This design comes from an exercise in tuning for small area and a short achievable clock period on the open sky130 flow, not from production work. No functional check of the RTL was part of any run shown here. No activity file was given, so power comes from the tool's default toggle rates.

==> design.v <==
module cic_iq_decim #(
  parameter int DIN_W    = 16,
  parameter int DOUT_W   = 16,
  parameter int STAGES   = 4,
  parameter int MAX_RATE = 16,
  parameter int GAIN_W   = 16,
  localparam int RATE_W  = $clog2(MAX_RATE + 1),
  localparam int ACC_W   = DIN_W + STAGES * $clog2(MAX_RATE),
  localparam int SHIFT_W = $clog2(ACC_W)
) (
  input  logic                     clk,
  input  logic                     rst,
  input  logic                     s_axis_data_tvalid,
  input  logic signed [DIN_W-1:0]  s_axis_data_tdata_real,
  input  logic signed [DIN_W-1:0]  s_axis_data_tdata_imag,
  input  logic                     cfg_load,
  input  logic [RATE_W-1:0]        cfg_rate,
  input  logic [SHIFT_W-1:0]       cfg_shift,
  input  logic [GAIN_W-1:0]        cfg_gain,
  output logic                     m_axis_data_tvalid,
  output logic signed [DOUT_W-1:0] m_axis_data_tdata_real,
  output logic signed [DOUT_W-1:0] m_axis_data_tdata_imag
);
  localparam int W   = 8;            
  localparam int L   = 32 / W;       
  localparam int NVV = L + 4;        
  localparam int NFV = L + 9;        
  logic        rst_q;
  logic        flush_q;
  logic [4:0]  cfg_rate_q, cfg_shift_q;
  logic [15:0] cfg_gain_q;
  logic [3:0]  rm1;                  
  logic [4:0]  shift_r;
  logic [15:0] gain_r;
  always_ff @(posedge clk) begin
    rst_q       <= rst;
    cfg_rate_q  <= cfg_rate;
    cfg_shift_q <= cfg_shift;
    cfg_gain_q  <= cfg_gain;
  end
  always_ff @(posedge clk) begin
    if (rst_q) begin
      rm1     <= 4'd1;
      shift_r <= '0;
      gain_r  <= 16'd16384;
    end else if (flush_q) begin
      if (cfg_rate_q < 5'd2)
        rm1 <= 4'd1;
      else if (cfg_rate_q > 5'd16)
        rm1 <= 4'd15;
      else
        rm1 <= 4'(cfg_rate_q - 5'd1);
      shift_r <= cfg_shift_q;
      gain_r  <= cfg_gain_q;
    end
  end
  logic        v_q;
  logic [15:0] xr_q, xi_q, xi_d;
  always_ff @(posedge clk) begin
    flush_q <= rst | cfg_load;
    v_q     <= s_axis_data_tvalid;
    xr_q    <= s_axis_data_tvalid ? s_axis_data_tdata_real : 16'd0;
    xi_q    <= s_axis_data_tvalid ? s_axis_data_tdata_imag : 16'd0;
    xi_d    <= flush_q ? 16'd0 : xi_q;
  end
  logic [NVV-1:0] vv;
  assign vv[0] = v_q;
  always_ff @(posedge clk) begin
    if (flush_q) vv[NVV-1:1] <= '0;
    else         vv[NVV-1:1] <= vv[NVV-2:0];
  end
  logic [31:0] xd [2][L];
  assign xd[0][0] = {{16{xr_q[15]}}, xr_q};
  assign xd[1][0] = {{16{xi_d[15]}}, xi_d};
  always_ff @(posedge clk) begin
    for (int c = 0; c < 2; c++)
      for (int j = 1; j < L; j++)
        xd[c][j] <= flush_q ? 32'd0 : xd[c][j-1];
  end
  logic [W-1:0] integ  [2][4][L];
  logic         icar   [2][4][L];   
  logic [W:0]   isum   [2][4][L];
  always_comb begin
    for (int c = 0; c < 2; c++)
      for (int k = 0; k < 4; k++)
        for (int j = 0; j < L; j++)
          isum[c][k][j] = {1'b0, (k == 3 && fv[3 + j + c]) ? {W{1'b0}} : integ[c][k][j]}
                        + {1'b0, (k == 0) ? xd[c][j][j*W +: W]
                                          : (vv[k + j + c] ? integ[c][k-1][j] : {W{1'b0}})}
                        + (W+1)'((j == 0) ? 1'b0 : icar[c][k][j-1]);
  end
  always_ff @(posedge clk) begin
    for (int c = 0; c < 2; c++)
      for (int k = 0; k < 4; k++)
        for (int j = 0; j < L; j++) begin
          integ[c][k][j] <= flush_q ? {W{1'b0}} : isum[c][k][j][W-1:0];
          icar[c][k][j]  <= flush_q ? 1'b0 : isum[c][k][j][W];
        end
  end
  logic [3:0]     cnt;
  logic           fe;
  logic [NFV-1:0] fv;               
  assign fe = v_q & (cnt == rm1);
  always_ff @(posedge clk) begin
    if (flush_q) begin
      cnt <= '0;
      fv  <= '0;
    end else begin
      if (v_q)
        cnt <= fe ? 4'd0 : cnt + 4'd1;
      fv <= {fv[NFV-2:0], fe};
    end
  end
  logic [W-1:0] da  [1:3][L];       
  logic [W-1:0] db  [1:3][L];       
  logic         cbr [1:3][L];       
  logic [W-1:0] cin [1:4][L];       
  logic [W:0]   csum [1:3][L];
  logic [W-1:0] cmid [L];           
  always_comb begin
    for (int j = 0; j < L; j++) begin
      cin[1][j] = fv[4 + j] ? integ[1][3][j] : integ[0][3][j];
      cin[2][j] = cmid[j];
      for (int k = 1; k < 4; k++) begin
        csum[k][j] = {1'b0, cin[k][j]} + {1'b0, ~da[k][j]}
                   + (W+1)'((j == 0) ? 1'b1 : cbr[k][j-1]);
        if (k != 1)
          cin[k+1][j] = csum[k][j][W-1:0];
      end
    end
  end
  always_ff @(posedge clk) begin
    for (int j = 0; j < L; j++) begin
      cmid[j] <= csum[1][j][W-1:0];
      for (int k = 1; k < 4; k++) begin
        cbr[k][j] <= csum[k][j][W];
        if (flush_q) begin
          da[k][j] <= '0;
          db[k][j] <= '0;
        end else if (k < 2 ? (fv[3 + j] | fv[4 + j]) : (fv[4 + j] | fv[5 + j])) begin
          da[k][j] <= db[k][j];
          db[k][j] <= cin[k][j];
        end
      end
    end
  end
  logic [W-1:0] dsk [L][L];
  logic [31:0]  z;
  always_ff @(posedge clk) begin
    for (int j = 0; j < L; j++) begin
      dsk[j][0] <= cin[4][j];
      for (int d = 1; d < L - j; d++)
        dsk[j][d] <= dsk[j][d-1];
    end
  end
  always_comb
    for (int j = 0; j < L; j++)
      z[j*W +: W] = dsk[j][L-1-j];
  logic [30:0] ur;
  always_ff @(posedge clk)
    ur <= 31'(($signed({z, 1'b0})) >>> shift_r);
  logic [17:0] g3, g3n;
  logic [15:0] gain_n;
  always_ff @(posedge clk) begin
    g3  <= {2'b0, gain_r} + {1'b0, gain_r, 1'b0};
    g3n <= ~({2'b0, gain_r} + {1'b0, gain_r, 1'b0});
    if (rst_q)
      gain_n <= ~16'd16384;
    else if (flush_q)
      gain_n <= ~cfg_gain_q;
  end
  logic bneg0, bs1_0, bs2_0, bs3_0, bs4_0;
  logic [17:0] bm0;
  logic bneg1, bs1_1, bs2_1, bs3_1, bs4_1;
  logic [17:0] bm1;
  logic bneg2, bs1_2, bs2_2, bs3_2, bs4_2;
  logic [17:0] bm2;
  logic bneg3, bs1_3, bs2_3, bs3_3, bs4_3;
  logic [17:0] bm3;
  logic bneg4, bs1_4, bs2_4, bs3_4, bs4_4;
  logic [17:0] bm4;
  logic bneg5, bs1_5, bs2_5, bs3_5, bs4_5;
  logic [17:0] bm5;
  logic bneg6, bs1_6, bs2_6, bs3_6, bs4_6;
  logic [17:0] bm6;
  logic bneg7, bs1_7, bs2_7, bs3_7, bs4_7;
  logic [17:0] bm7;
  logic bneg8, bs1_8, bs2_8, bs3_8, bs4_8;
  logic [17:0] bm8;
  logic bneg9, bs1_9, bs2_9, bs3_9, bs4_9;
  logic [17:0] bm9;
  logic ma0_s1, ma0_c2;
  logic ma0_s3, ma0_c4;
  logic ma0_s5, ma0_c6;
  logic ma0_s7, ma0_c8;
  logic ma0_s9, ma0_c10;
  logic ma0_s11, ma0_c12;
  logic ma0_s13, ma0_c14;
  logic ma0_s15, ma0_c16;
  logic ma0_s17, ma0_c18;
  logic ma0_s19, ma0_c20;
  logic ma0_s21, ma0_c22;
  logic ma0_s23, ma0_c24;
  logic ma0_s25, ma0_c26;
  logic ma0_s27, ma0_c28;
  logic ma0_s29, ma0_c30;
  logic ma0_s31, ma0_c32;
  logic ma0_s33, ma0_c34;
  logic ma0_s35, ma0_c36;
  logic ma0_s37, ma0_c38;
  logic ma0_s39, ma0_c40;
  logic ma0_s41, ma0_c42;
  logic ma0_s43, ma0_c44;
  logic ma0_s45, ma0_c46;
  logic ma0_s47, ma0_c48;
  logic ma0_s49, ma0_c50;
  logic ma0_s51, ma0_c52;
  logic ma0_s53, ma0_c54;
  logic ma1_s55, ma1_c56;
  logic ma1_s57, ma1_c58;
  logic ma1_s59, ma1_c60;
  logic ma1_s61, ma1_c62;
  logic ma1_s63, ma1_c64;
  logic ma1_s65, ma1_c66;
  logic ma1_s67, ma1_c68;
  logic ma1_s69, ma1_c70;
  logic ma1_s71, ma1_c72;
  logic ma1_s73, ma1_c74;
  logic ma1_s75, ma1_c76;
  logic ma1_s77, ma1_c78;
  logic ma1_s79, ma1_c80;
  logic ma1_s81, ma1_c82;
  logic ma1_s83, ma1_c84;
  logic ma1_s85, ma1_c86;
  logic ma1_s87, ma1_c88;
  logic ma1_s89, ma1_c90;
  logic ma1_s91, ma1_c92;
  logic ma1_s93, ma1_c94;
  logic ma1_s95, ma1_c96;
  logic ma1_s97, ma1_c98;
  logic ma1_s99, ma1_c100;
  logic ma1_s101, ma1_c102;
  logic ma1_s103, ma1_c104;
  logic ma1_s105, ma1_c106;
  logic ma1_s107, ma1_c108;
  logic ma1_s109, ma1_c110;
  logic ma1_s111, ma1_c112;
  logic ma1_s113, ma1_c114;
  logic ma1_s115, ma1_c116;
  logic ma1_s117, ma1_c118;
  logic ma1_s119, ma1_c120;
  logic ma1_s121, ma1_c122;
  logic ma1_s123, ma1_c124;
  logic ma1_s125, ma1_c126;
  logic ma1_s127, ma1_c128;
  logic ma1_s129, ma1_c130;
  logic ma1_s131, ma1_c132;
  logic [29:0] mr0;
  logic [29:0] mr1;
  logic [29:0] mr2;
  logic [29:0] mr3;
  logic mb0_s133, mb0_c134;
  logic mb0_s135, mb0_c136;
  logic mb0_s137, mb0_c138;
  logic mb0_s139, mb0_c140;
  logic mb0_s141, mb0_c142;
  logic mb0_s143, mb0_c144;
  logic mb0_s145, mb0_c146;
  logic mb0_s147, mb0_c148;
  logic mb0_s149, mb0_c150;
  logic mb0_s151, mb0_c152;
  logic mb0_s153, mb0_c154;
  logic mb0_s155, mb0_c156;
  logic mb0_s157, mb0_c158;
  logic mb0_s159, mb0_c160;
  logic mb0_s161, mb0_c162;
  logic mb0_s163, mb0_c164;
  logic mb0_s165, mb0_c166;
  logic mb0_s167, mb0_c168;
  logic mb0_s169, mb0_c170;
  logic mb0_s171, mb0_c172;
  logic mb0_s173, mb0_c174;
  logic mb0_s175, mb0_c176;
  logic mb0_s177, mb0_c178;
  logic mb0_s179, mb0_c180;
  logic mb1_s181, mb1_c182;
  logic mb1_s183, mb1_c184;
  logic mb1_s185, mb1_c186;
  logic mb1_s187, mb1_c188;
  logic mb1_s189, mb1_c190;
  logic mb1_s191, mb1_c192;
  logic mb1_s193, mb1_c194;
  logic mb1_s195, mb1_c196;
  logic mb1_s197, mb1_c198;
  logic mb1_s199, mb1_c200;
  logic mb1_s201, mb1_c202;
  logic mb1_s203, mb1_c204;
  logic mb1_s205, mb1_c206;
  logic mb1_s207, mb1_c208;
  logic mb1_s209, mb1_c210;
  logic mb1_s211, mb1_c212;
  logic mb1_s213, mb1_c214;
  logic mb1_s215, mb1_c216;
  logic mb1_s217, mb1_c218;
  logic mb1_s219, mb1_c220;
  logic mb1_s221, mb1_c222;
  logic mb1_s223, mb1_c224;
  logic mb1_s225, mb1_c226;
  logic mb1_s227, mb1_c228;
  logic mb1_s229, mb1_c230;
  logic mb1_s231, mb1_c232;
  logic mb1_s233, mb1_c234;
  logic [29:0] mx, my;
  logic [14:0] plo;
  logic [15:0] mxh, myh, p;
  logic        pc14;
  assign bneg0 = ur[3];
  assign bs1_0 = ur[3] ? (ur[2] & (ur[1] ^ ur[0])) : (~ur[2] & (ur[1] ^ ur[0]));
  assign bs2_0 = (~ur[2] & ur[1] & ur[0]) | (ur[2] & ~ur[1] & ~ur[0]);
  assign bs3_0 = ur[3] ? (~ur[2] & (ur[1] ^ ur[0])) : (ur[2] & (ur[1] ^ ur[0]));
  assign bs4_0 = ur[3] ? (~ur[2] & ~ur[1] & ~ur[0]) : (ur[2] & ur[1] & ur[0]);
  assign bm0 = (({18{bs1_0}} & {2'b0, gain_r}) | ({18{bs2_0}} & {1'b0, gain_r, 1'b0}) | ({18{bs3_0}} & g3) | ({18{bs4_0}} & {gain_r, 2'b0})) ^ {18{bneg0}};
  assign bneg1 = ur[6];
  assign bs1_1 = ur[6] ? (ur[5] & (ur[4] ^ ur[3])) : (~ur[5] & (ur[4] ^ ur[3]));
  assign bs2_1 = (~ur[5] & ur[4] & ur[3]) | (ur[5] & ~ur[4] & ~ur[3]);
  assign bs3_1 = ur[6] ? (~ur[5] & (ur[4] ^ ur[3])) : (ur[5] & (ur[4] ^ ur[3]));
  assign bs4_1 = ur[6] ? (~ur[5] & ~ur[4] & ~ur[3]) : (ur[5] & ur[4] & ur[3]);
  assign bm1 = (({18{bs1_1}} & {2'b0, gain_r}) | ({18{bs2_1}} & {1'b0, gain_r, 1'b0}) | ({18{bs3_1}} & g3) | ({18{bs4_1}} & {gain_r, 2'b0})) ^ {18{bneg1}};
  assign bneg2 = ur[9];
  assign bs1_2 = ur[9] ? (ur[8] & (ur[7] ^ ur[6])) : (~ur[8] & (ur[7] ^ ur[6]));
  assign bs2_2 = (~ur[8] & ur[7] & ur[6]) | (ur[8] & ~ur[7] & ~ur[6]);
  assign bs3_2 = ur[9] ? (~ur[8] & (ur[7] ^ ur[6])) : (ur[8] & (ur[7] ^ ur[6]));
  assign bs4_2 = ur[9] ? (~ur[8] & ~ur[7] & ~ur[6]) : (ur[8] & ur[7] & ur[6]);
  assign bm2 = (({18{bs1_2}} & {2'b0, gain_r}) | ({18{bs2_2}} & {1'b0, gain_r, 1'b0}) | ({18{bs3_2}} & g3) | ({18{bs4_2}} & {gain_r, 2'b0})) ^ {18{bneg2}};
  assign bneg3 = ur[12];
  assign bs1_3 = ur[12] ? (ur[11] & (ur[10] ^ ur[9])) : (~ur[11] & (ur[10] ^ ur[9]));
  assign bs2_3 = (~ur[11] & ur[10] & ur[9]) | (ur[11] & ~ur[10] & ~ur[9]);
  assign bs3_3 = ur[12] ? (~ur[11] & (ur[10] ^ ur[9])) : (ur[11] & (ur[10] ^ ur[9]));
  assign bs4_3 = ur[12] ? (~ur[11] & ~ur[10] & ~ur[9]) : (ur[11] & ur[10] & ur[9]);
  assign bm3 = (({18{bs1_3}} & {2'b0, gain_r}) | ({18{bs2_3}} & {1'b0, gain_r, 1'b0}) | ({18{bs3_3}} & g3) | ({18{bs4_3}} & {gain_r, 2'b0})) ^ {18{bneg3}};
  assign bneg4 = ur[15];
  assign bs1_4 = ur[15] ? (ur[14] & (ur[13] ^ ur[12])) : (~ur[14] & (ur[13] ^ ur[12]));
  assign bs2_4 = (~ur[14] & ur[13] & ur[12]) | (ur[14] & ~ur[13] & ~ur[12]);
  assign bs3_4 = ur[15] ? (~ur[14] & (ur[13] ^ ur[12])) : (ur[14] & (ur[13] ^ ur[12]));
  assign bs4_4 = ur[15] ? (~ur[14] & ~ur[13] & ~ur[12]) : (ur[14] & ur[13] & ur[12]);
  assign bm4 = (({18{bs1_4}} & {2'b0, ~gain_n}) | ({18{bs2_4}} & {1'b0, ~gain_n, 1'b0}) | ({18{bs3_4}} & ~g3n) | ({18{bs4_4}} & {~gain_n, 2'b0})) ^ {18{bneg4}};
  assign bneg5 = ur[18];
  assign bs1_5 = ur[18] ? (ur[17] & (ur[16] ^ ur[15])) : (~ur[17] & (ur[16] ^ ur[15]));
  assign bs2_5 = (~ur[17] & ur[16] & ur[15]) | (ur[17] & ~ur[16] & ~ur[15]);
  assign bs3_5 = ur[18] ? (~ur[17] & (ur[16] ^ ur[15])) : (ur[17] & (ur[16] ^ ur[15]));
  assign bs4_5 = ur[18] ? (~ur[17] & ~ur[16] & ~ur[15]) : (ur[17] & ur[16] & ur[15]);
  assign bm5 = (({18{bs1_5}} & {2'b0, ~gain_n}) | ({18{bs2_5}} & {1'b0, ~gain_n, 1'b0}) | ({18{bs3_5}} & ~g3n) | ({18{bs4_5}} & {~gain_n, 2'b0})) ^ {18{bneg5}};
  assign bneg6 = ur[21];
  assign bs1_6 = ur[21] ? (ur[20] & (ur[19] ^ ur[18])) : (~ur[20] & (ur[19] ^ ur[18]));
  assign bs2_6 = (~ur[20] & ur[19] & ur[18]) | (ur[20] & ~ur[19] & ~ur[18]);
  assign bs3_6 = ur[21] ? (~ur[20] & (ur[19] ^ ur[18])) : (ur[20] & (ur[19] ^ ur[18]));
  assign bs4_6 = ur[21] ? (~ur[20] & ~ur[19] & ~ur[18]) : (ur[20] & ur[19] & ur[18]);
  assign bm6 = (({18{bs1_6}} & {2'b0, ~gain_n}) | ({18{bs2_6}} & {1'b0, ~gain_n, 1'b0}) | ({18{bs3_6}} & ~g3n) | ({18{bs4_6}} & {~gain_n, 2'b0})) ^ {18{bneg6}};
  assign bneg7 = ur[24];
  assign bs1_7 = ur[24] ? (ur[23] & (ur[22] ^ ur[21])) : (~ur[23] & (ur[22] ^ ur[21]));
  assign bs2_7 = (~ur[23] & ur[22] & ur[21]) | (ur[23] & ~ur[22] & ~ur[21]);
  assign bs3_7 = ur[24] ? (~ur[23] & (ur[22] ^ ur[21])) : (ur[23] & (ur[22] ^ ur[21]));
  assign bs4_7 = ur[24] ? (~ur[23] & ~ur[22] & ~ur[21]) : (ur[23] & ur[22] & ur[21]);
  assign bm7 = (({18{bs1_7}} & {2'b0, ~gain_n}) | ({18{bs2_7}} & {1'b0, ~gain_n, 1'b0}) | ({18{bs3_7}} & ~g3n) | ({18{bs4_7}} & {~gain_n, 2'b0})) ^ {18{bneg7}};
  assign bneg8 = ur[27];
  assign bs1_8 = ur[27] ? (ur[26] & (ur[25] ^ ur[24])) : (~ur[26] & (ur[25] ^ ur[24]));
  assign bs2_8 = (~ur[26] & ur[25] & ur[24]) | (ur[26] & ~ur[25] & ~ur[24]);
  assign bs3_8 = ur[27] ? (~ur[26] & (ur[25] ^ ur[24])) : (ur[26] & (ur[25] ^ ur[24]));
  assign bs4_8 = ur[27] ? (~ur[26] & ~ur[25] & ~ur[24]) : (ur[26] & ur[25] & ur[24]);
  assign bm8 = (({18{bs1_8}} & {2'b0, ~gain_n}) | ({18{bs2_8}} & {1'b0, ~gain_n, 1'b0}) | ({18{bs3_8}} & ~g3n) | ({18{bs4_8}} & {~gain_n, 2'b0})) ^ {18{bneg8}};
  assign bneg9 = ur[30];
  assign bs1_9 = ur[30] ? (ur[29] & (ur[28] ^ ur[27])) : (~ur[29] & (ur[28] ^ ur[27]));
  assign bs2_9 = (~ur[29] & ur[28] & ur[27]) | (ur[29] & ~ur[28] & ~ur[27]);
  assign bs3_9 = ur[30] ? (~ur[29] & (ur[28] ^ ur[27])) : (ur[29] & (ur[28] ^ ur[27]));
  assign bs4_9 = ur[30] ? (~ur[29] & ~ur[28] & ~ur[27]) : (ur[29] & ur[28] & ur[27]);
  assign bm9 = (({18{bs1_9}} & {2'b0, ~gain_n}) | ({18{bs2_9}} & {1'b0, ~gain_n, 1'b0}) | ({18{bs3_9}} & ~g3n) | ({18{bs4_9}} & {~gain_n, 2'b0})) ^ {18{bneg9}};
  assign ma0_s1 = bm0[15] ^ bm1[12];
  assign ma0_c2 = bm0[15] & bm1[12];
  assign ma0_s3 = bm0[16] ^ bm1[13];
  assign ma0_c4 = bm0[16] & bm1[13];
  assign ma0_s5 = bm0[17] ^ bm1[14];
  assign ma0_c6 = bm0[17] & bm1[14];
  assign ma0_s7 = ~bneg0 ^ bm1[15] ^ bm2[12];
  assign ma0_c8 = (~bneg0 & bm1[15]) | (~bneg0 & bm2[12]) | (bm1[15] & bm2[12]);
  assign ma0_s9 = bm3[9] ^ bm4[6] ^ bm5[3];
  assign ma0_c10 = (bm3[9] & bm4[6]) | (bm3[9] & bm5[3]) | (bm4[6] & bm5[3]);
  assign ma0_s11 = bm1[16] ^ bm2[13] ^ bm3[10];
  assign ma0_c12 = (bm1[16] & bm2[13]) | (bm1[16] & bm3[10]) | (bm2[13] & bm3[10]);
  assign ma0_s13 = bm4[7] ^ bm5[4];
  assign ma0_c14 = bm4[7] & bm5[4];
  assign ma0_s15 = bm1[17] ^ bm2[14] ^ bm3[11];
  assign ma0_c16 = (bm1[17] & bm2[14]) | (bm1[17] & bm3[11]) | (bm2[14] & bm3[11]);
  assign ma0_s17 = bm4[8] ^ bm5[5];
  assign ma0_c18 = bm4[8] & bm5[5];
  assign ma0_s19 = ~bneg1 ^ bm2[15] ^ bm3[12];
  assign ma0_c20 = (~bneg1 & bm2[15]) | (~bneg1 & bm3[12]) | (bm2[15] & bm3[12]);
  assign ma0_s21 = bm4[9] ^ bm5[6] ^ bm6[3];
  assign ma0_c22 = (bm4[9] & bm5[6]) | (bm4[9] & bm6[3]) | (bm5[6] & bm6[3]);
  assign ma0_s23 = bm2[16] ^ bm3[13] ^ bm4[10];
  assign ma0_c24 = (bm2[16] & bm3[13]) | (bm2[16] & bm4[10]) | (bm3[13] & bm4[10]);
  assign ma0_s25 = bm5[7] ^ bm6[4];
  assign ma0_c26 = bm5[7] & bm6[4];
  assign ma0_s27 = bm2[17] ^ bm3[14] ^ bm4[11];
  assign ma0_c28 = (bm2[17] & bm3[14]) | (bm2[17] & bm4[11]) | (bm3[14] & bm4[11]);
  assign ma0_s29 = bm5[8] ^ bm6[5];
  assign ma0_c30 = bm5[8] & bm6[5];
  assign ma0_s31 = ~bneg2 ^ bm3[15] ^ bm4[12];
  assign ma0_c32 = (~bneg2 & bm3[15]) | (~bneg2 & bm4[12]) | (bm3[15] & bm4[12]);
  assign ma0_s33 = bm5[9] ^ bm6[6] ^ bm7[3];
  assign ma0_c34 = (bm5[9] & bm6[6]) | (bm5[9] & bm7[3]) | (bm6[6] & bm7[3]);
  assign ma0_s35 = bm3[16] ^ bm4[13] ^ bm5[10];
  assign ma0_c36 = (bm3[16] & bm4[13]) | (bm3[16] & bm5[10]) | (bm4[13] & bm5[10]);
  assign ma0_s37 = bm6[7] ^ bm7[4];
  assign ma0_c38 = bm6[7] & bm7[4];
  assign ma0_s39 = bm3[17] ^ bm4[14] ^ bm5[11];
  assign ma0_c40 = (bm3[17] & bm4[14]) | (bm3[17] & bm5[11]) | (bm4[14] & bm5[11]);
  assign ma0_s41 = bm6[8] ^ bm7[5];
  assign ma0_c42 = bm6[8] & bm7[5];
  assign ma0_s43 = ~bneg3 ^ bm4[15] ^ bm5[12];
  assign ma0_c44 = (~bneg3 & bm4[15]) | (~bneg3 & bm5[12]) | (bm4[15] & bm5[12]);
  assign ma0_s45 = bm6[9] ^ bm7[6] ^ bm8[3];
  assign ma0_c46 = (bm6[9] & bm7[6]) | (bm6[9] & bm8[3]) | (bm7[6] & bm8[3]);
  assign ma0_s47 = bm4[16] ^ bm5[13] ^ bm6[10];
  assign ma0_c48 = (bm4[16] & bm5[13]) | (bm4[16] & bm6[10]) | (bm5[13] & bm6[10]);
  assign ma0_s49 = bm7[7] ^ bm8[4];
  assign ma0_c50 = bm7[7] & bm8[4];
  assign ma0_s51 = bm4[17] ^ bm5[14] ^ bm6[11];
  assign ma0_c52 = (bm4[17] & bm5[14]) | (bm4[17] & bm6[11]) | (bm5[14] & bm6[11]);
  assign ma0_s53 = bm7[8] ^ bm8[5];
  assign ma0_c54 = bm7[8] & bm8[5];
  assign ma1_s55 = bm0[9] ^ bm1[6];
  assign ma1_c56 = bm0[9] & bm1[6];
  assign ma1_s57 = bm0[10] ^ bm1[7];
  assign ma1_c58 = bm0[10] & bm1[7];
  assign ma1_s59 = bm0[11] ^ bm1[8];
  assign ma1_c60 = bm0[11] & bm1[8];
  assign ma1_s61 = bm0[12] ^ bm1[9] ^ bm2[6];
  assign ma1_c62 = (bm0[12] & bm1[9]) | (bm0[12] & bm2[6]) | (bm1[9] & bm2[6]);
  assign ma1_s63 = bm3[3] ^ bm4[0];
  assign ma1_c64 = bm3[3] & bm4[0];
  assign ma1_s65 = bm0[13] ^ bm1[10] ^ bm2[7];
  assign ma1_c66 = (bm0[13] & bm1[10]) | (bm0[13] & bm2[7]) | (bm1[10] & bm2[7]);
  assign ma1_s67 = bm3[4] ^ bm4[1] ^ 1'b1;
  assign ma1_c68 = (bm3[4] & bm4[1]) | (bm3[4] & 1'b1) | (bm4[1] & 1'b1);
  assign ma1_s69 = bm0[14] ^ bm1[11] ^ bm2[8];
  assign ma1_c70 = (bm0[14] & bm1[11]) | (bm0[14] & bm2[8]) | (bm1[11] & bm2[8]);
  assign ma1_s71 = bm3[5] ^ bm4[2];
  assign ma1_c72 = bm3[5] & bm4[2];
  assign ma1_s73 = ma0_s1 ^ bm2[9] ^ bm3[6];
  assign ma1_c74 = (ma0_s1 & bm2[9]) | (ma0_s1 & bm3[6]) | (bm2[9] & bm3[6]);
  assign ma1_s75 = bm4[3] ^ bm5[0] ^ bneg5;
  assign ma1_c76 = (bm4[3] & bm5[0]) | (bm4[3] & bneg5) | (bm5[0] & bneg5);
  assign ma1_s77 = ma0_s3 ^ bm2[10] ^ bm3[7];
  assign ma1_c78 = (ma0_s3 & bm2[10]) | (ma0_s3 & bm3[7]) | (bm2[10] & bm3[7]);
  assign ma1_s79 = bm4[4] ^ bm5[1] ^ ma0_c2;
  assign ma1_c80 = (bm4[4] & bm5[1]) | (bm4[4] & ma0_c2) | (bm5[1] & ma0_c2);
  assign ma1_s81 = ma0_s5 ^ bm2[11] ^ bm3[8];
  assign ma1_c82 = (ma0_s5 & bm2[11]) | (ma0_s5 & bm3[8]) | (bm2[11] & bm3[8]);
  assign ma1_s83 = bm4[5] ^ bm5[2] ^ ma0_c4;
  assign ma1_c84 = (bm4[5] & bm5[2]) | (bm4[5] & ma0_c4) | (bm5[2] & ma0_c4);
  assign ma1_s85 = ma0_s7 ^ ma0_s9 ^ bm6[0];
  assign ma1_c86 = (ma0_s7 & ma0_s9) | (ma0_s7 & bm6[0]) | (ma0_s9 & bm6[0]);
  assign ma1_s87 = bneg6 ^ 1'b1 ^ ma0_c6;
  assign ma1_c88 = (bneg6 & 1'b1) | (bneg6 & ma0_c6) | (1'b1 & ma0_c6);
  assign ma1_s89 = ma0_s11 ^ ma0_s13 ^ bm6[1];
  assign ma1_c90 = (ma0_s11 & ma0_s13) | (ma0_s11 & bm6[1]) | (ma0_s13 & bm6[1]);
  assign ma1_s91 = 1'b1 ^ ma0_c8 ^ ma0_c10;
  assign ma1_c92 = (1'b1 & ma0_c8) | (1'b1 & ma0_c10) | (ma0_c8 & ma0_c10);
  assign ma1_s93 = ma0_s15 ^ ma0_s17 ^ bm6[2];
  assign ma1_c94 = (ma0_s15 & ma0_s17) | (ma0_s15 & bm6[2]) | (ma0_s17 & bm6[2]);
  assign ma1_s95 = 1'b1 ^ ma0_c12 ^ ma0_c14;
  assign ma1_c96 = (1'b1 & ma0_c12) | (1'b1 & ma0_c14) | (ma0_c12 & ma0_c14);
  assign ma1_s97 = ma0_s19 ^ ma0_s21 ^ bm7[0];
  assign ma1_c98 = (ma0_s19 & ma0_s21) | (ma0_s19 & bm7[0]) | (ma0_s21 & bm7[0]);
  assign ma1_s99 = bneg7 ^ ma0_c16 ^ ma0_c18;
  assign ma1_c100 = (bneg7 & ma0_c16) | (bneg7 & ma0_c18) | (ma0_c16 & ma0_c18);
  assign ma1_s101 = ma0_s23 ^ ma0_s25 ^ bm7[1];
  assign ma1_c102 = (ma0_s23 & ma0_s25) | (ma0_s23 & bm7[1]) | (ma0_s25 & bm7[1]);
  assign ma1_s103 = 1'b1 ^ ma0_c20 ^ ma0_c22;
  assign ma1_c104 = (1'b1 & ma0_c20) | (1'b1 & ma0_c22) | (ma0_c20 & ma0_c22);
  assign ma1_s105 = ma0_s27 ^ ma0_s29 ^ bm7[2];
  assign ma1_c106 = (ma0_s27 & ma0_s29) | (ma0_s27 & bm7[2]) | (ma0_s29 & bm7[2]);
  assign ma1_s107 = 1'b1 ^ ma0_c24 ^ ma0_c26;
  assign ma1_c108 = (1'b1 & ma0_c24) | (1'b1 & ma0_c26) | (ma0_c24 & ma0_c26);
  assign ma1_s109 = ma0_s31 ^ ma0_s33 ^ bm8[0];
  assign ma1_c110 = (ma0_s31 & ma0_s33) | (ma0_s31 & bm8[0]) | (ma0_s33 & bm8[0]);
  assign ma1_s111 = bneg8 ^ ma0_c28 ^ ma0_c30;
  assign ma1_c112 = (bneg8 & ma0_c28) | (bneg8 & ma0_c30) | (ma0_c28 & ma0_c30);
  assign ma1_s113 = ma0_s35 ^ ma0_s37 ^ bm8[1];
  assign ma1_c114 = (ma0_s35 & ma0_s37) | (ma0_s35 & bm8[1]) | (ma0_s37 & bm8[1]);
  assign ma1_s115 = 1'b1 ^ ma0_c32 ^ ma0_c34;
  assign ma1_c116 = (1'b1 & ma0_c32) | (1'b1 & ma0_c34) | (ma0_c32 & ma0_c34);
  assign ma1_s117 = ma0_s39 ^ ma0_s41 ^ bm8[2];
  assign ma1_c118 = (ma0_s39 & ma0_s41) | (ma0_s39 & bm8[2]) | (ma0_s41 & bm8[2]);
  assign ma1_s119 = 1'b1 ^ ma0_c36 ^ ma0_c38;
  assign ma1_c120 = (1'b1 & ma0_c36) | (1'b1 & ma0_c38) | (ma0_c36 & ma0_c38);
  assign ma1_s121 = ma0_s43 ^ ma0_s45 ^ bm9[0];
  assign ma1_c122 = (ma0_s43 & ma0_s45) | (ma0_s43 & bm9[0]) | (ma0_s45 & bm9[0]);
  assign ma1_s123 = bneg9 ^ ma0_c40 ^ ma0_c42;
  assign ma1_c124 = (bneg9 & ma0_c40) | (bneg9 & ma0_c42) | (ma0_c40 & ma0_c42);
  assign ma1_s125 = ma0_s47 ^ ma0_s49 ^ bm9[1];
  assign ma1_c126 = (ma0_s47 & ma0_s49) | (ma0_s47 & bm9[1]) | (ma0_s49 & bm9[1]);
  assign ma1_s127 = 1'b1 ^ ma0_c44 ^ ma0_c46;
  assign ma1_c128 = (1'b1 & ma0_c44) | (1'b1 & ma0_c46) | (ma0_c44 & ma0_c46);
  assign ma1_s129 = ma0_s51 ^ ma0_s53 ^ bm9[2];
  assign ma1_c130 = (ma0_s51 & ma0_s53) | (ma0_s51 & bm9[2]) | (ma0_s53 & bm9[2]);
  assign ma1_s131 = 1'b1 ^ ma0_c48 ^ ma0_c50;
  assign ma1_c132 = (1'b1 & ma0_c48) | (1'b1 & ma0_c50) | (ma0_c48 & ma0_c50);
  assign mb0_s133 = mr0[6] ^ mr1[6];
  assign mb0_c134 = mr0[6] & mr1[6];
  assign mb0_s135 = mr0[7] ^ mr1[7];
  assign mb0_c136 = mr0[7] & mr1[7];
  assign mb0_s137 = mr0[8] ^ mr1[8];
  assign mb0_c138 = mr0[8] & mr1[8];
  assign mb0_s139 = mr0[9] ^ mr1[9] ^ mr2[9];
  assign mb0_c140 = (mr0[9] & mr1[9]) | (mr0[9] & mr2[9]) | (mr1[9] & mr2[9]);
  assign mb0_s141 = mr0[10] ^ mr1[10] ^ mr2[10];
  assign mb0_c142 = (mr0[10] & mr1[10]) | (mr0[10] & mr2[10]) | (mr1[10] & mr2[10]);
  assign mb0_s143 = mr0[11] ^ mr1[11] ^ mr2[11];
  assign mb0_c144 = (mr0[11] & mr1[11]) | (mr0[11] & mr2[11]) | (mr1[11] & mr2[11]);
  assign mb0_s145 = mr0[12] ^ mr1[12] ^ mr2[12];
  assign mb0_c146 = (mr0[12] & mr1[12]) | (mr0[12] & mr2[12]) | (mr1[12] & mr2[12]);
  assign mb0_s147 = mr0[13] ^ mr1[13] ^ mr2[13];
  assign mb0_c148 = (mr0[13] & mr1[13]) | (mr0[13] & mr2[13]) | (mr1[13] & mr2[13]);
  assign mb0_s149 = mr0[14] ^ mr1[14] ^ mr2[14];
  assign mb0_c150 = (mr0[14] & mr1[14]) | (mr0[14] & mr2[14]) | (mr1[14] & mr2[14]);
  assign mb0_s151 = mr0[15] ^ mr1[15] ^ mr2[15];
  assign mb0_c152 = (mr0[15] & mr1[15]) | (mr0[15] & mr2[15]) | (mr1[15] & mr2[15]);
  assign mb0_s153 = mr0[16] ^ mr1[16] ^ mr2[16];
  assign mb0_c154 = (mr0[16] & mr1[16]) | (mr0[16] & mr2[16]) | (mr1[16] & mr2[16]);
  assign mb0_s155 = mr0[17] ^ mr1[17] ^ mr2[17];
  assign mb0_c156 = (mr0[17] & mr1[17]) | (mr0[17] & mr2[17]) | (mr1[17] & mr2[17]);
  assign mb0_s157 = mr0[18] ^ mr1[18] ^ mr2[18];
  assign mb0_c158 = (mr0[18] & mr1[18]) | (mr0[18] & mr2[18]) | (mr1[18] & mr2[18]);
  assign mb0_s159 = mr0[19] ^ mr1[19] ^ mr2[19];
  assign mb0_c160 = (mr0[19] & mr1[19]) | (mr0[19] & mr2[19]) | (mr1[19] & mr2[19]);
  assign mb0_s161 = mr0[20] ^ mr1[20] ^ mr2[20];
  assign mb0_c162 = (mr0[20] & mr1[20]) | (mr0[20] & mr2[20]) | (mr1[20] & mr2[20]);
  assign mb0_s163 = mr0[21] ^ mr1[21] ^ mr2[21];
  assign mb0_c164 = (mr0[21] & mr1[21]) | (mr0[21] & mr2[21]) | (mr1[21] & mr2[21]);
  assign mb0_s165 = mr0[22] ^ mr1[22] ^ mr2[22];
  assign mb0_c166 = (mr0[22] & mr1[22]) | (mr0[22] & mr2[22]) | (mr1[22] & mr2[22]);
  assign mb0_s167 = mr0[23] ^ mr1[23] ^ mr2[23];
  assign mb0_c168 = (mr0[23] & mr1[23]) | (mr0[23] & mr2[23]) | (mr1[23] & mr2[23]);
  assign mb0_s169 = mr0[24] ^ mr1[24] ^ mr2[24];
  assign mb0_c170 = (mr0[24] & mr1[24]) | (mr0[24] & mr2[24]) | (mr1[24] & mr2[24]);
  assign mb0_s171 = mr0[25] ^ mr1[25] ^ mr2[25];
  assign mb0_c172 = (mr0[25] & mr1[25]) | (mr0[25] & mr2[25]) | (mr1[25] & mr2[25]);
  assign mb0_s173 = mr0[26] ^ mr1[26] ^ mr2[26];
  assign mb0_c174 = (mr0[26] & mr1[26]) | (mr0[26] & mr2[26]) | (mr1[26] & mr2[26]);
  assign mb0_s175 = mr0[27] ^ mr1[27] ^ mr2[27];
  assign mb0_c176 = (mr0[27] & mr1[27]) | (mr0[27] & mr2[27]) | (mr1[27] & mr2[27]);
  assign mb0_s177 = mr0[28] ^ mr1[28] ^ mr2[28];
  assign mb0_c178 = (mr0[28] & mr1[28]) | (mr0[28] & mr2[28]) | (mr1[28] & mr2[28]);
  assign mb0_s179 = mr0[29] ^ mr1[29] ^ mr2[29];
  assign mb0_c180 = (mr0[29] & mr1[29]) | (mr0[29] & mr2[29]) | (mr1[29] & mr2[29]);
  assign mb1_s181 = mr0[3] ^ mr1[3];
  assign mb1_c182 = mr0[3] & mr1[3];
  assign mb1_s183 = mr0[4] ^ mr1[4];
  assign mb1_c184 = mr0[4] & mr1[4];
  assign mb1_s185 = mr0[5] ^ mr1[5];
  assign mb1_c186 = mr0[5] & mr1[5];
  assign mb1_s187 = mb0_s133 ^ mr2[6] ^ mr3[6];
  assign mb1_c188 = (mb0_s133 & mr2[6]) | (mb0_s133 & mr3[6]) | (mr2[6] & mr3[6]);
  assign mb1_s189 = mb0_s135 ^ mr2[7] ^ mb0_c134;
  assign mb1_c190 = (mb0_s135 & mr2[7]) | (mb0_s135 & mb0_c134) | (mr2[7] & mb0_c134);
  assign mb1_s191 = mb0_s137 ^ mr2[8] ^ mb0_c136;
  assign mb1_c192 = (mb0_s137 & mr2[8]) | (mb0_s137 & mb0_c136) | (mr2[8] & mb0_c136);
  assign mb1_s193 = mb0_s139 ^ mr3[9] ^ mb0_c138;
  assign mb1_c194 = (mb0_s139 & mr3[9]) | (mb0_s139 & mb0_c138) | (mr3[9] & mb0_c138);
  assign mb1_s195 = mb0_s141 ^ mr3[10] ^ mb0_c140;
  assign mb1_c196 = (mb0_s141 & mr3[10]) | (mb0_s141 & mb0_c140) | (mr3[10] & mb0_c140);
  assign mb1_s197 = mb0_s143 ^ mr3[11] ^ mb0_c142;
  assign mb1_c198 = (mb0_s143 & mr3[11]) | (mb0_s143 & mb0_c142) | (mr3[11] & mb0_c142);
  assign mb1_s199 = mb0_s145 ^ mr3[12] ^ mb0_c144;
  assign mb1_c200 = (mb0_s145 & mr3[12]) | (mb0_s145 & mb0_c144) | (mr3[12] & mb0_c144);
  assign mb1_s201 = mb0_s147 ^ mr3[13] ^ mb0_c146;
  assign mb1_c202 = (mb0_s147 & mr3[13]) | (mb0_s147 & mb0_c146) | (mr3[13] & mb0_c146);
  assign mb1_s203 = mb0_s149 ^ mr3[14] ^ mb0_c148;
  assign mb1_c204 = (mb0_s149 & mr3[14]) | (mb0_s149 & mb0_c148) | (mr3[14] & mb0_c148);
  assign mb1_s205 = mb0_s151 ^ mr3[15] ^ mb0_c150;
  assign mb1_c206 = (mb0_s151 & mr3[15]) | (mb0_s151 & mb0_c150) | (mr3[15] & mb0_c150);
  assign mb1_s207 = mb0_s153 ^ mr3[16] ^ mb0_c152;
  assign mb1_c208 = (mb0_s153 & mr3[16]) | (mb0_s153 & mb0_c152) | (mr3[16] & mb0_c152);
  assign mb1_s209 = mb0_s155 ^ mr3[17] ^ mb0_c154;
  assign mb1_c210 = (mb0_s155 & mr3[17]) | (mb0_s155 & mb0_c154) | (mr3[17] & mb0_c154);
  assign mb1_s211 = mb0_s157 ^ mr3[18] ^ mb0_c156;
  assign mb1_c212 = (mb0_s157 & mr3[18]) | (mb0_s157 & mb0_c156) | (mr3[18] & mb0_c156);
  assign mb1_s213 = mb0_s159 ^ mr3[19] ^ mb0_c158;
  assign mb1_c214 = (mb0_s159 & mr3[19]) | (mb0_s159 & mb0_c158) | (mr3[19] & mb0_c158);
  assign mb1_s215 = mb0_s161 ^ mr3[20] ^ mb0_c160;
  assign mb1_c216 = (mb0_s161 & mr3[20]) | (mb0_s161 & mb0_c160) | (mr3[20] & mb0_c160);
  assign mb1_s217 = mb0_s163 ^ mr3[21] ^ mb0_c162;
  assign mb1_c218 = (mb0_s163 & mr3[21]) | (mb0_s163 & mb0_c162) | (mr3[21] & mb0_c162);
  assign mb1_s219 = mb0_s165 ^ mr3[22] ^ mb0_c164;
  assign mb1_c220 = (mb0_s165 & mr3[22]) | (mb0_s165 & mb0_c164) | (mr3[22] & mb0_c164);
  assign mb1_s221 = mb0_s167 ^ mr3[23] ^ mb0_c166;
  assign mb1_c222 = (mb0_s167 & mr3[23]) | (mb0_s167 & mb0_c166) | (mr3[23] & mb0_c166);
  assign mb1_s223 = mb0_s169 ^ mr3[24] ^ mb0_c168;
  assign mb1_c224 = (mb0_s169 & mr3[24]) | (mb0_s169 & mb0_c168) | (mr3[24] & mb0_c168);
  assign mb1_s225 = mb0_s171 ^ mr3[25] ^ mb0_c170;
  assign mb1_c226 = (mb0_s171 & mr3[25]) | (mb0_s171 & mb0_c170) | (mr3[25] & mb0_c170);
  assign mb1_s227 = mb0_s173 ^ mr3[26] ^ mb0_c172;
  assign mb1_c228 = (mb0_s173 & mr3[26]) | (mb0_s173 & mb0_c172) | (mr3[26] & mb0_c172);
  assign mb1_s229 = mb0_s175 ^ mr3[27] ^ mb0_c174;
  assign mb1_c230 = (mb0_s175 & mr3[27]) | (mb0_s175 & mb0_c174) | (mr3[27] & mb0_c174);
  assign mb1_s231 = mb0_s177 ^ mr3[28] ^ mb0_c176;
  assign mb1_c232 = (mb0_s177 & mr3[28]) | (mb0_s177 & mb0_c176) | (mr3[28] & mb0_c176);
  assign mb1_s233 = mb0_s179 ^ mr3[29] ^ mb0_c178;
  assign mb1_c234 = (mb0_s179 & mr3[29]) | (mb0_s179 & mb0_c178) | (mr3[29] & mb0_c178);
  assign mx[0] = mr0[0];
  assign my[0] = mr1[0];
  assign mx[1] = mr0[1];
  assign my[1] = 1'b0;
  assign mx[2] = mr0[2];
  assign my[2] = 1'b0;
  assign mx[3] = mb1_s181;
  assign my[3] = mr2[3];
  assign mx[4] = mb1_s183;
  assign my[4] = mb1_c182;
  assign mx[5] = mb1_s185;
  assign my[5] = mb1_c184;
  assign mx[6] = mb1_s187;
  assign my[6] = mb1_c186;
  assign mx[7] = mb1_s189;
  assign my[7] = mb1_c188;
  assign mx[8] = mb1_s191;
  assign my[8] = mb1_c190;
  assign mx[9] = mb1_s193;
  assign my[9] = mb1_c192;
  assign mx[10] = mb1_s195;
  assign my[10] = mb1_c194;
  assign mx[11] = mb1_s197;
  assign my[11] = mb1_c196;
  assign mx[12] = mb1_s199;
  assign my[12] = mb1_c198;
  assign mx[13] = mb1_s201;
  assign my[13] = mb1_c200;
  assign mx[14] = mb1_s203;
  assign my[14] = mb1_c202;
  assign mx[15] = mb1_s205;
  assign my[15] = mb1_c204;
  assign mx[16] = mb1_s207;
  assign my[16] = mb1_c206;
  assign mx[17] = mb1_s209;
  assign my[17] = mb1_c208;
  assign mx[18] = mb1_s211;
  assign my[18] = mb1_c210;
  assign mx[19] = mb1_s213;
  assign my[19] = mb1_c212;
  assign mx[20] = mb1_s215;
  assign my[20] = mb1_c214;
  assign mx[21] = mb1_s217;
  assign my[21] = mb1_c216;
  assign mx[22] = mb1_s219;
  assign my[22] = mb1_c218;
  assign mx[23] = mb1_s221;
  assign my[23] = mb1_c220;
  assign mx[24] = mb1_s223;
  assign my[24] = mb1_c222;
  assign mx[25] = mb1_s225;
  assign my[25] = mb1_c224;
  assign mx[26] = mb1_s227;
  assign my[26] = mb1_c226;
  assign mx[27] = mb1_s229;
  assign my[27] = mb1_c228;
  assign mx[28] = mb1_s231;
  assign my[28] = mb1_c230;
  assign mx[29] = mb1_s233;
  assign my[29] = mb1_c232;
  assign plo = {1'b0, mx[13:0]} + {1'b0, my[13:0]};
  assign p = mxh + myh + 16'(pc14);
  always_ff @(posedge clk) begin
    mr0[0] <= bm0[0];
    mr1[0] <= bneg0;
    mr2[0] <= 1'b0;
    mr3[0] <= 1'b0;
    mr0[1] <= bm0[1];
    mr1[1] <= 1'b0;
    mr2[1] <= 1'b0;
    mr3[1] <= 1'b0;
    mr0[2] <= bm0[2];
    mr1[2] <= 1'b0;
    mr2[2] <= 1'b0;
    mr3[2] <= 1'b0;
    mr0[3] <= bm0[3];
    mr1[3] <= bm1[0];
    mr2[3] <= bneg1;
    mr3[3] <= 1'b0;
    mr0[4] <= bm0[4];
    mr1[4] <= bm1[1];
    mr2[4] <= 1'b0;
    mr3[4] <= 1'b0;
    mr0[5] <= bm0[5];
    mr1[5] <= bm1[2];
    mr2[5] <= 1'b0;
    mr3[5] <= 1'b0;
    mr0[6] <= bm0[6];
    mr1[6] <= bm1[3];
    mr2[6] <= bm2[0];
    mr3[6] <= bneg2;
    mr0[7] <= bm0[7];
    mr1[7] <= bm1[4];
    mr2[7] <= bm2[1];
    mr3[7] <= 1'b0;
    mr0[8] <= bm0[8];
    mr1[8] <= bm1[5];
    mr2[8] <= bm2[2];
    mr3[8] <= 1'b0;
    mr0[9] <= ma1_s55;
    mr1[9] <= bm2[3];
    mr2[9] <= bm3[0];
    mr3[9] <= bneg3;
    mr0[10] <= ma1_s57;
    mr1[10] <= bm2[4];
    mr2[10] <= bm3[1];
    mr3[10] <= ma1_c56;
    mr0[11] <= ma1_s59;
    mr1[11] <= bm2[5];
    mr2[11] <= bm3[2];
    mr3[11] <= ma1_c58;
    mr0[12] <= ma1_s61;
    mr1[12] <= ma1_s63;
    mr2[12] <= bneg4;
    mr3[12] <= ma1_c60;
    mr0[13] <= ma1_s65;
    mr1[13] <= ma1_s67;
    mr2[13] <= ma1_c62;
    mr3[13] <= ma1_c64;
    mr0[14] <= ma1_s69;
    mr1[14] <= ma1_s71;
    mr2[14] <= ma1_c66;
    mr3[14] <= ma1_c68;
    mr0[15] <= ma1_s73;
    mr1[15] <= ma1_s75;
    mr2[15] <= ma1_c70;
    mr3[15] <= ma1_c72;
    mr0[16] <= ma1_s77;
    mr1[16] <= ma1_s79;
    mr2[16] <= ma1_c74;
    mr3[16] <= ma1_c76;
    mr0[17] <= ma1_s81;
    mr1[17] <= ma1_s83;
    mr2[17] <= ma1_c78;
    mr3[17] <= ma1_c80;
    mr0[18] <= ma1_s85;
    mr1[18] <= ma1_s87;
    mr2[18] <= ma1_c82;
    mr3[18] <= ma1_c84;
    mr0[19] <= ma1_s89;
    mr1[19] <= ma1_s91;
    mr2[19] <= ma1_c86;
    mr3[19] <= ma1_c88;
    mr0[20] <= ma1_s93;
    mr1[20] <= ma1_s95;
    mr2[20] <= ma1_c90;
    mr3[20] <= ma1_c92;
    mr0[21] <= ma1_s97;
    mr1[21] <= ma1_s99;
    mr2[21] <= ma1_c94;
    mr3[21] <= ma1_c96;
    mr0[22] <= ma1_s101;
    mr1[22] <= ma1_s103;
    mr2[22] <= ma1_c98;
    mr3[22] <= ma1_c100;
    mr0[23] <= ma1_s105;
    mr1[23] <= ma1_s107;
    mr2[23] <= ma1_c102;
    mr3[23] <= ma1_c104;
    mr0[24] <= ma1_s109;
    mr1[24] <= ma1_s111;
    mr2[24] <= ma1_c106;
    mr3[24] <= ma1_c108;
    mr0[25] <= ma1_s113;
    mr1[25] <= ma1_s115;
    mr2[25] <= ma1_c110;
    mr3[25] <= ma1_c112;
    mr0[26] <= ma1_s117;
    mr1[26] <= ma1_s119;
    mr2[26] <= ma1_c114;
    mr3[26] <= ma1_c116;
    mr0[27] <= ma1_s121;
    mr1[27] <= ma1_s123;
    mr2[27] <= ma1_c118;
    mr3[27] <= ma1_c120;
    mr0[28] <= ma1_s125;
    mr1[28] <= ma1_s127;
    mr2[28] <= ma1_c122;
    mr3[28] <= ma1_c124;
    mr0[29] <= ma1_s129;
    mr1[29] <= ma1_s131;
    mr2[29] <= ma1_c126;
    mr3[29] <= ma1_c128;
    mxh <= mx[29:14];
    myh <= my[29:14];
    pc14 <= plo[14];
  end
  logic [15:0] p_hold;
  always_ff @(posedge clk) begin
    p_hold <= p;
    m_axis_data_tdata_real <= p_hold;
    m_axis_data_tdata_imag <= p;
    m_axis_data_tvalid <= fv[L + 8] & ~flush_q & ~rst & ~cfg_load;
  end
endmodule
==> flow/run.sh <==
#!/bin/bash
# Standard ORFS layout, with repair_timing asked to reach a larger setup slack than the
# constraint needs (the SDC is unchanged). Each tool's output stays in orfs/logs/.
set -euo pipefail
cd "$(dirname "$0")/.."
export SETUP_SLACK_MARGIN=${MARGIN:-6.55}
bash standard.sh > standard.log 2>&1
==> standard.sh <==
#!/bin/bash
# synth_recipe.tcl (not shown) runs the flow's synth.tcl, then flattens the netlist and writes it again
# the make line also repeats each setting of config.mk as NAME=value (left out here)
make -C /OpenROAD-flow-scripts/flow DESIGN_CONFIG=/design/flow/config.mk WORK_HOME=/design/flow/orfs CLKGATE_MAP_FILE= SYNTH_SCRIPT=/design/flow/synth_recipe.tcl "${@:-finish}"
==> config.mk <==
export PLATFORM = sky130hd
export DESIGN_NAME = cic_iq_decim
export DESIGN_NICKNAME = cic_iq_decim
export VERILOG_FILES = /design/flow/design.v
export SDC_FILE = /design/flow/constraint.sdc
export NUM_CORES = 4
export LEC_CHECK = 0
export ABC_AREA = 1
export CAP_MARGIN = 20
export CORE_MARGIN = 2
export CORE_UTILIZATION = 40
export CTS_CLUSTER_DIAMETER = 200
export CTS_CLUSTER_SIZE = 25
export SLEW_MARGIN = 20
==> constraint.sdc <==
create_clock -name core_clock -period 9.5 [get_ports {clk}]
set_input_delay 1.9000 -clock core_clock [delete_from_list [all_inputs] [get_ports {clk}]]
set_output_delay 1.9000 -clock core_clock [all_outputs]
set_load 0.01 [all_outputs]
==> impl_metrics.csv, run 1 <==
group,metric,value,unit
status,status,"timing/DRC/antenna clean",
cells_and_area,layout.cells.non_filler,7961,
detailed_routing,drt_iter0_markers,2540,
global_route,grt_use_total,18.3,%
detailed_routing,avgRoutedWirePerCell,15.1,um
global_route,grt_overflow,0,
worst_setup_path,regToRegSetupSlack,6.59,ns
sta,hold_viol,0,
synth,yosysSeqAreaShare,39.1,%
clock_network,cts_tree,"built",
min_path,min_path_type,"reg -> reg",
global_route,antenna_found_initial,1,
clock_network,htreeDepth,2,
detailed_routing,totalWireLength,120000,um
die,rows,130,
detailed_routing,vias,39600,
worst_setup_path,end_kind,"output pin",
synth,syn_area,0.0509,mm^2
synth,yosys_register_bits,993,
die,die-area,0.130,mm^2
worst_setup_path,critical_path_class,"reg -> out",
place,port_buffers,94,
die,dieWidth,361,um
clock_network,cts_hold_buffers,0,
cells_and_area,nFillCells,12800,
clock_network,clk_pin_slew,0.10,ns
clock_network,root_buffer,"clkbuf_16",
sta,tightest_slew,1.15,ns
sta,period_share,31.7,%
worst_setup_path,crit_path_cell_trace,"buf_6",
die,start_util,40.4,%
worst_setup_path,cp_slowest_cell,"dfxtp_2",
sta,finClkSkew,0.0352,ns
detailed_routing,routed_via_density,4.98,
sta,max_freq,332,MHz
worst_setup_path,crit_path_start_kind,"register",
global_route,grt_start_max_net_pins,150,
worst_setup_path,slowest_delay,0.34,ns
detailed_routing,final_antenna_net_count,0,
sta,finalSetupTns,0,ns
clock_network,clockBufferDepth,3,
sta,hold_slack,0.326,ns
power_and_ir_drop,ir_drop,158,uV
detailed_routing,route.detailed.drc,0,
global_route,grt_pass1_vias,38000,
sta,rsz0062_at_grt,"yes",
worst_setup_path,crit_family,"flip-flops",
job,maxCapViolCount,0,
place,numPlacedInstances,7880,
sta,relSlewSlack,22.5,%
clock_network,cts_sinks,993,
power_and_ir_drop,leakagePower,25.9,nW
worst_setup_path,critical_path_buf_inv_count,1,
synth,syn_nets,6948,
place,hpwl,89100,um
clock_network,clock_latency,0.68,ns
cells_and_area,syn_to_final_growth,7.70,%
detailed_routing,first_pass_iters,6,
place,place_congestion,0.929,
sta,setup_viol,0,
worst_setup_path,required,7.60,ns
global_route,grt_pass1_wl,196000,um
synth,synth_cells,6344,
sta,period_minus_slack,3.01,ns
clock_network,cts_made_buffers,45,
die,fp.dieH,361,um
cells_and_area,final_util,43.5,%
power_and_ir_drop,cellPowerDensity,197,mW/mm^2
cells_and_area,num_antenna_cells,0,
synth,syn_avg_cell_area,8.02,um^2
power_and_ir_drop,total_power,0.0108,W
synth,synthDistinctLibCells,58,
sta,maxSlewViolCount,0,
synth,yosysWarningCount,12,
cells_and_area,final_nets,6912,
die,core-area,0.126,mm^2
worst_setup_path,arrival,1.11,ns
cells_and_area,drive_gt1_share,4.91,%
worst_setup_path,cp_max_fo,2,
die,pin_count,95,
## worst paths after layout
kind,cells past startpoint,to,from
setup / recovery,1,m_axis_data_tdata_imag[6],p_hold[6]$_DFF_P_
hold / removal,0,dsk[1][2]$_DFF_P_,dsk[0][2]$_DFF_P_
setup reg to reg,6,mr0[24]$_DFF_P_,gain_n[1]$_SDFFE_PP1P_
hold reg to reg,0,dsk[1][2]$_DFF_P_,dsk[0][2]$_DFF_P_
## sequential cells by signal, summed over array words and instances (netlist names), 18 cells and up
signal and cells:
g3n 18, g3 18, cmid 32, icar 24, ur 31, dsk 80
integ 256, mr0 30, da 96, db 96, mr2 25, mr3 22
xd 20, mr1 28
## cells by family after synthesis
logic type               share of synthesized area [%]
AND/OR/NAND/NOR                                   12.9
AO/OA/AOI/OAI                                     17.8
multiplexers                                     0.138
adder cells (fa/ha/maj)                           15.7
buffers and inverters                             10.1
flip-flops                                        39.1
XOR/XNOR                                          4.25
## worst register-to-register path: stages (launching register included)
cell and delay (ns):
dfxtp_1 0.67, inv_1 0.49, a221oi_1 0.42, xor2_1 0.25, fa_1 0.46, inv_1 0.09, fa_1 0.42
## Yosys cell counts, drive strengths merged
master   count  share of area (%)
inv       1094                8.1
dfxtp      993                 39
nand2      920                6.9
o21ai      644                6.4
a21oi      547                5.4
nor2       526                4.0
ha         382                9.4
xor2       219                3.8
o22ai      179                2.3
clkbuf     175                1.3
fa         160                6.3
nand3      137                1.4
buf         60               0.71
a221oi      43                1.1
a31oi       33               0.48
o21bai      33               0.49
a21o        31               0.46
xnor2       28               0.48
nand4       27               0.33
o211ai      23               0.34
o31ai       17               0.25
o21a        16               0.24
nor3        11               0.11
o221ai       8               0.14
mux2i        7               0.14
nor4         6              0.074
o31a         5              0.086
or2          4              0.049
a211oi       3              0.044
clkinv       3              0.025
o311ai       3              0.052
o2111ai      2              0.034
a21boi       1              0.015
a22oi        1              0.015
and3         1              0.012
nand3b       1              0.015
or3          1              0.012
## layer usage
layer  vias up  wire length (um)  global-route usage (%)
met4         2              3850                    5.94
met2       772             57200                    32.2
met5         -                14                       0
met1     18200             53700                    23.2
li1      20400                 -                       -
met3       188              5350                    2.31
## placed cells by master (no fill, tap or decap), types with 9 or more instances in the layout
cell	synthesis	final
nand4_1	27	27
o22ai_2	9	9
nor2_4	6	10
buf_6	9	25
clkbuf_16	0	46
o21a_1	15	15
dfxtp_1	993	959
a221oi_2	27	27
nor3_1	11	11
nand2_4	5	9
o211ai_1	23	23
fa_1	160	158
o31ai_1	17	17
dfxtp_2	0	26
a21o_1	31	31
o21ai_1	21	24
a221oi_1	16	16
buf_2	23	12
nand2_2	16	17
inv_1	1072	1070
nand3_1	133	132
inv_2	18	16
a31oi_1	30	30
nor2_1	516	510
o21ai_0	615	609
buf_4	11	49
xnor2_1	28	28
o21bai_1	33	33
ha_1	382	382
a21oi_1	547	545
clkdlybuf4s50_1	0	61
xor2_1	219	213
nand2_1	899	894
o22ai_1	170	170
## final cells by class
type / count / area (um^2) / area share, %
multi-input combinational: 4019 / 26000 / 47.5
inverter: 1097 / 4150 / 7.58
sequential: 993 / 19900 / 36.4
clock inverter: 3 / 45.0 / 0.0822
tap: 1650 / 2060 / 3.77
clock buffer: 47 / 1150 / 2.11
timing repair buffer: 152 / 1420 / 2.59
## power breakdown
part	switching, W	internal, W	total (W)
combinational	0.00212	0.00140	0.00351
sequential	0.000346	0.00472	0.00507
clock	0.00135	0.000881	0.00223
total	0.00381	0.00700	0.0108
## timing repair
item                       4_1_cts  5_1_grt
resized for setup              195       53
gates cloned                     0        0
pin swaps                        0        4
setup buffers                    6       24
setup endpoints to repair      175      100
hold endpoints to repair         0        0
## per-stage QoR
stage / area (um^2) / setup slack (ns)
after global placement: 53100 / 6.02
after CTS: 54400 / 6.44
after global routing: 54800 / 6.44
final: 54800 / 6.49
after detailed placement: 53100 / 5.96
after floorplan: 50900 / 6.83
==> run 2: changes to the inputs <==
--- a/design.v
+++ b/design.v
@@ -25,35 +25,26 @@
   localparam int L   = 32 / W;       
   localparam int NVV = L + 4;        
   localparam int NFV = L + 9;        
-  logic        rst_q;
-  logic        flush_q;
-  logic [4:0]  cfg_rate_q, cfg_shift_q;
-  logic [15:0] cfg_gain_q;
   logic [3:0]  rm1;                  
   logic [4:0]  shift_r;
   logic [15:0] gain_r;
   always_ff @(posedge clk) begin
-    rst_q       <= rst;
-    cfg_rate_q  <= cfg_rate;
-    cfg_shift_q <= cfg_shift;
-    cfg_gain_q  <= cfg_gain;
-  end
-  always_ff @(posedge clk) begin
-    if (rst_q) begin
+    if (rst) begin
       rm1     <= 4'd1;
       shift_r <= '0;
       gain_r  <= 16'd16384;
-    end else if (flush_q) begin
-      if (cfg_rate_q < 5'd2)
+    end else if (cfg_load) begin
+      if (cfg_rate < 5'd2)
         rm1 <= 4'd1;
-      else if (cfg_rate_q > 5'd16)
+      else if (cfg_rate > 5'd16)
         rm1 <= 4'd15;
       else
-        rm1 <= 4'(cfg_rate_q - 5'd1);
-      shift_r <= cfg_shift_q;
-      gain_r  <= cfg_gain_q;
+        rm1 <= 4'(cfg_rate - 5'd1);
+      shift_r <= cfg_shift;
+      gain_r  <= cfg_gain;
     end
   end
+  logic        flush_q;
   logic        v_q;
   logic [15:0] xr_q, xi_q, xi_d;
   always_ff @(posedge clk) begin
@@ -164,10 +155,10 @@
   always_ff @(posedge clk) begin
     g3  <= {2'b0, gain_r} + {1'b0, gain_r, 1'b0};
     g3n <= ~({2'b0, gain_r} + {1'b0, gain_r, 1'b0});
-    if (rst_q)
+    if (rst)
       gain_n <= ~16'd16384;
-    else if (flush_q)
-      gain_n <= ~cfg_gain_q;
+    else if (cfg_load)
+      gain_n <= ~cfg_gain;
   end
   logic bneg0, bs1_0, bs2_0, bs3_0, bs4_0;
   logic [17:0] bm0;
==> flow/run.sh (replaced) <==
#!/bin/bash
# Standard ORFS layout, with repair_timing asked to reach a larger setup slack than the
# constraint needs (the SDC is unchanged). Each tool's output stays in orfs/logs/.
set -euo pipefail
cd "$(dirname "$0")/.."
export SETUP_SLACK_MARGIN=${MARGIN:-6.5}
bash standard.sh > standard.log 2>&1
--- a/config.mk
+++ b/config.mk
@@ -9,6 +9,4 @@
 export CAP_MARGIN = 20
 export CORE_MARGIN = 2
 export CORE_UTILIZATION = 40
-export CTS_CLUSTER_DIAMETER = 200
-export CTS_CLUSTER_SIZE = 25
 export SLEW_MARGIN = 20
==> run 2 against run 1 <==
  * Synthesized area down 2.0%
  * Critical path depth rose by 4
  * Clock skew grew 0.048 ns
  * Sequential share of layout area down 2.1 points
  * Final area up 3.1%
  * Register-to-register slack worse by 0.10 ns
  * Non-clock buffer count increased by 9
  * Utilization grew 2.2 points
  * Still clean
  * Routed wire length shrank 0.51%
  * Hold slack worse by 0.0016 ns
  * Setup slack worse by 0.12 ns
  * Largest cell class unchanged
==> impl_metrics.csv, run 2 <==
group,metric,value,unit
min_path,min_path_type,"reg -> reg",
global_route,grt_pass1_vias,38100,
sta,maxSlewViolCount,0,
synth,syn_area,0.0499,mm^2
job,maxCapViolCount,0,
global_route,grt_start_max_net_pins,162,
sta,max_freq,320,MHz
place,port_buffers,94,
synth,synth_cells,6232,
synth,yosys-top-cells-count,"inv_1 (1038), dfxtp_1 (966), nand2_1 (955)",
cells_and_area,final_util,45.7,%
worst_setup_path,critical_path_class,"in -> reg",
worst_setup_path,cp_max_fo,11,
clock_network,clockBufferDepth,3,
detailed_routing,wl_met1,51800,um
clock_network,cts_made_buffers,105,
clock_network,clk_pin_slew,0.06,ns
power_and_ir_drop,ir_drop,247,uV
power_and_ir_drop,p_clk_share,35.0,%
sta,period_share,32.9,%
die,rows,129,
synth,yosys_register_bits,966,
cells_and_area,num_antenna_cells,0,
place,hpwl,87200,um
clock_network,clock_latency,0.73,ns
place,dpl_cell_area,0.0522,mm^2
global_route,antenna_found_initial,0,
die,pin_count,95,
cells_and_area,drive_gt1_share,6.91,%
detailed_routing,routed_via_density,4.91,
power_and_ir_drop,share_seq_of_total_power,39.8,%
detailed_routing,met2RoutedLength,57800,um
sta,setup_viol,0,
detailed_routing,route.detailed.drc,0,
worst_setup_path,arrival,3.74,ns
clock_network,root_buffer,"clkbuf_16",
clock_network,cts_sinks,966,
synth,synthTopCellsByArea,"dfxtp_1 (39%), ha_1 (9.6%), inv_1 (7.8%), nand2_1 (7.2%), fa_1 (6.4%)",
detailed_routing,first_pass_iters,6,
die,dieWidth,357,um
die,core-area,0.124,mm^2
synth,ys.flop_type,"dfxtp_1",
synth,syn_nets,6836,
sta,rsz0062_at_grt,"yes",
detailed_routing,drt_iter0_markers,2195,
detailed_routing,avgRoutedWirePerCell,14.9,um
sta,hold_viol,0,
power_and_ir_drop,leakagePower,26.7,nW
clock_network,cts_hold_buffers,0,
power_and_ir_drop,p_sw_share,32.0,%
sta,relSlewSlack,28.7,%
sta,finClkSkew,0.0827,ns
synth,synth_top_area_share,38.8,%
worst_setup_path,crit_start,"cfg_load",
power_and_ir_drop,p_int,0.00833,W
status,status,"timing/DRC/antenna clean",
cells_and_area,finalInstanceArea,0.0565,mm^2
cells_and_area,reg_top3,"integ x256, da x96, db x96",
worst_setup_path,reg2reg_to,"mr0[22]$_DFF_P_",
sta,period_minus_slack,3.13,ns
clock_network,htreeDepth,3,
global_route,grt_overflow,0,
global_route,grt_use_total,18.7,%
worst_setup_path,required,10.11,ns
synth,syn_avg_cell_area,8.00,um^2
detailed_routing,highest_layer,"met4",
synth,synth-edff-count,0,
worst_setup_path,crit_path_start_kind,"input port",
worst_setup_path,r2r_cells,6,
detailed_routing,final_antenna_net_count,0,
cells_and_area,final_cell_mix,"inv_1 (1032), nand2_1 (950), dfxtp_1 (934)",
-- run 2: cell count changes in the layout (fill, tap and decap cells not counted), sizes merged, moves of 33 or more --
cell    delta
a21oi     +39
nand2     +52
a221oi    +34
clkbuf    +92
o22ai     -46
inv       -34
clkinv    +45
nor3      +33
-- run 2: per-stage QoR --
step | total power (W) | setup slack (ns) | hold slack, ns | std cells
floorplan | 0.00691 | 6.77 | 0.310 | 6232
global placement | 0.00785 | 5.55 | 0.310 | 7782
detailed placement | 0.00795 | 5.54 | 0.312 | 7782
CTS | 0.0123 | 6.37 | 0.326 | 7992
global route | 0.0130 | 6.34 | 0.330 | 8018
finish | 0.0122 | 6.37 | 0.325 | 8018
-- run 2: timing repair --
action,CTS,global route
cloned,0,1
buffers inserted,14,24
endpoints found under the setup margin,127,77
resized for setup,198,57
pin swaps,6,15
-- run 2: cell type report --
type | count | area [um^2]
sequential | 966 | 19400
clock inverter | 57 | 727
fill | 12400 | 67100
tap | 1637 | 2050
timing repair buffer | 161 | 1490
clock buffer | 139 | 2980
multi-input combinational | 3984 | 25800
inverter | 1074 | 4080
-- run 2: worst min path at each step --
stage / from / end / cells after the start
floorplan: dsk[0][0]$_DFF_P_ / dsk[1][0]$_DFF_P_ / 0
global placement: dsk[1][6]$_DFF_P_ / dsk[2][6]$_DFF_P_ / 0
detailed placement: dsk[0][5]$_DFF_P_ / dsk[1][5]$_DFF_P_ / 0
CTS: dsk[1][7]$_DFF_P_ / dsk[2][7]$_DFF_P_ / 0
global route: dsk[0][4]$_DFF_P_ / dsk[1][4]$_DFF_P_ / 0
finish: dsk[2][0]$_DFF_P_ / dsk[3][0]$_DFF_P_ / 0
-- run 2: cell families after synthesis --
kind of cell | synth area share (%)
buffers and inverters | 10.0
DFF | 38.8
xor gates and xnor gates | 4.29
and+or+nand+nor | 13.1
adders and majority gates | 16.0
muxes | 0.100
AOI/OAI and AO/OA | 17.7
-- run 2: critical path: stages --
cell             delay [ns]
clkdlybuf4s50_1        0.64
inv_1                  0.23
nor2_2                 0.65
nand2_1                0.17
o21a_1                 0.15
-- run 2: power by group through the flow --
stage / Sequential [W] / Combinational, W / Clock (W)
CTS: 0.00488 / 0.00303 / 0.00441
finish: 0.00488 / 0.00308 / 0.00429
floorplan: 0.00486 / 0.00205 / 0
global placement: 0.00496 / 0.00289 / 0
global route: 0.00493 / 0.00351 / 0.00457
detailed placement: 0.00497 / 0.00299 / 0
-- run 2: metal layers --
layer	up-vias	track usage [%]
li1	20400	-
met1	18000	22.3
met2	774	33.4
met3	253	3.25
met4	0	6.87
met5	-	0

==> what the ideal ports hide <==
How much do the figures lean on ideal ports? The routed layouts below were timed once more, with nothing changed but the port constraints.
Step 1 assumes that a clkbuf_16 drives the clock port and a buf_2 every other input.
Step 2 moves the port delays by t, midway between the first and last clock arrival at a register: inputs arrive t later, outputs are due t later. That takes back most of the time a late clock gives input paths.
a / b / c = ideal / step 1 / step 2; a / b = the first two.
| run | t (ns) | setup slack, ns | clock arrival spread, ns | worst slew at a driven data input, ns | pins driven straight from the clock port |
|---|---|---|---|---|---|
| run 1 | 0.736 | 6.487 / 6.414 / 6.575 | 0.039 / 0.039 | 0.06 | 1 |
| run 2 | 0.760 | 6.372 / 6.370 / 5.646 | 0.091 / 0.091 | 0.06 | 1 |
After both steps every run listed still meets setup and hold. The setup slack of run 2, which loses most, moves by -0.002 ns with the drivers and by -0.726 ns with both steps.
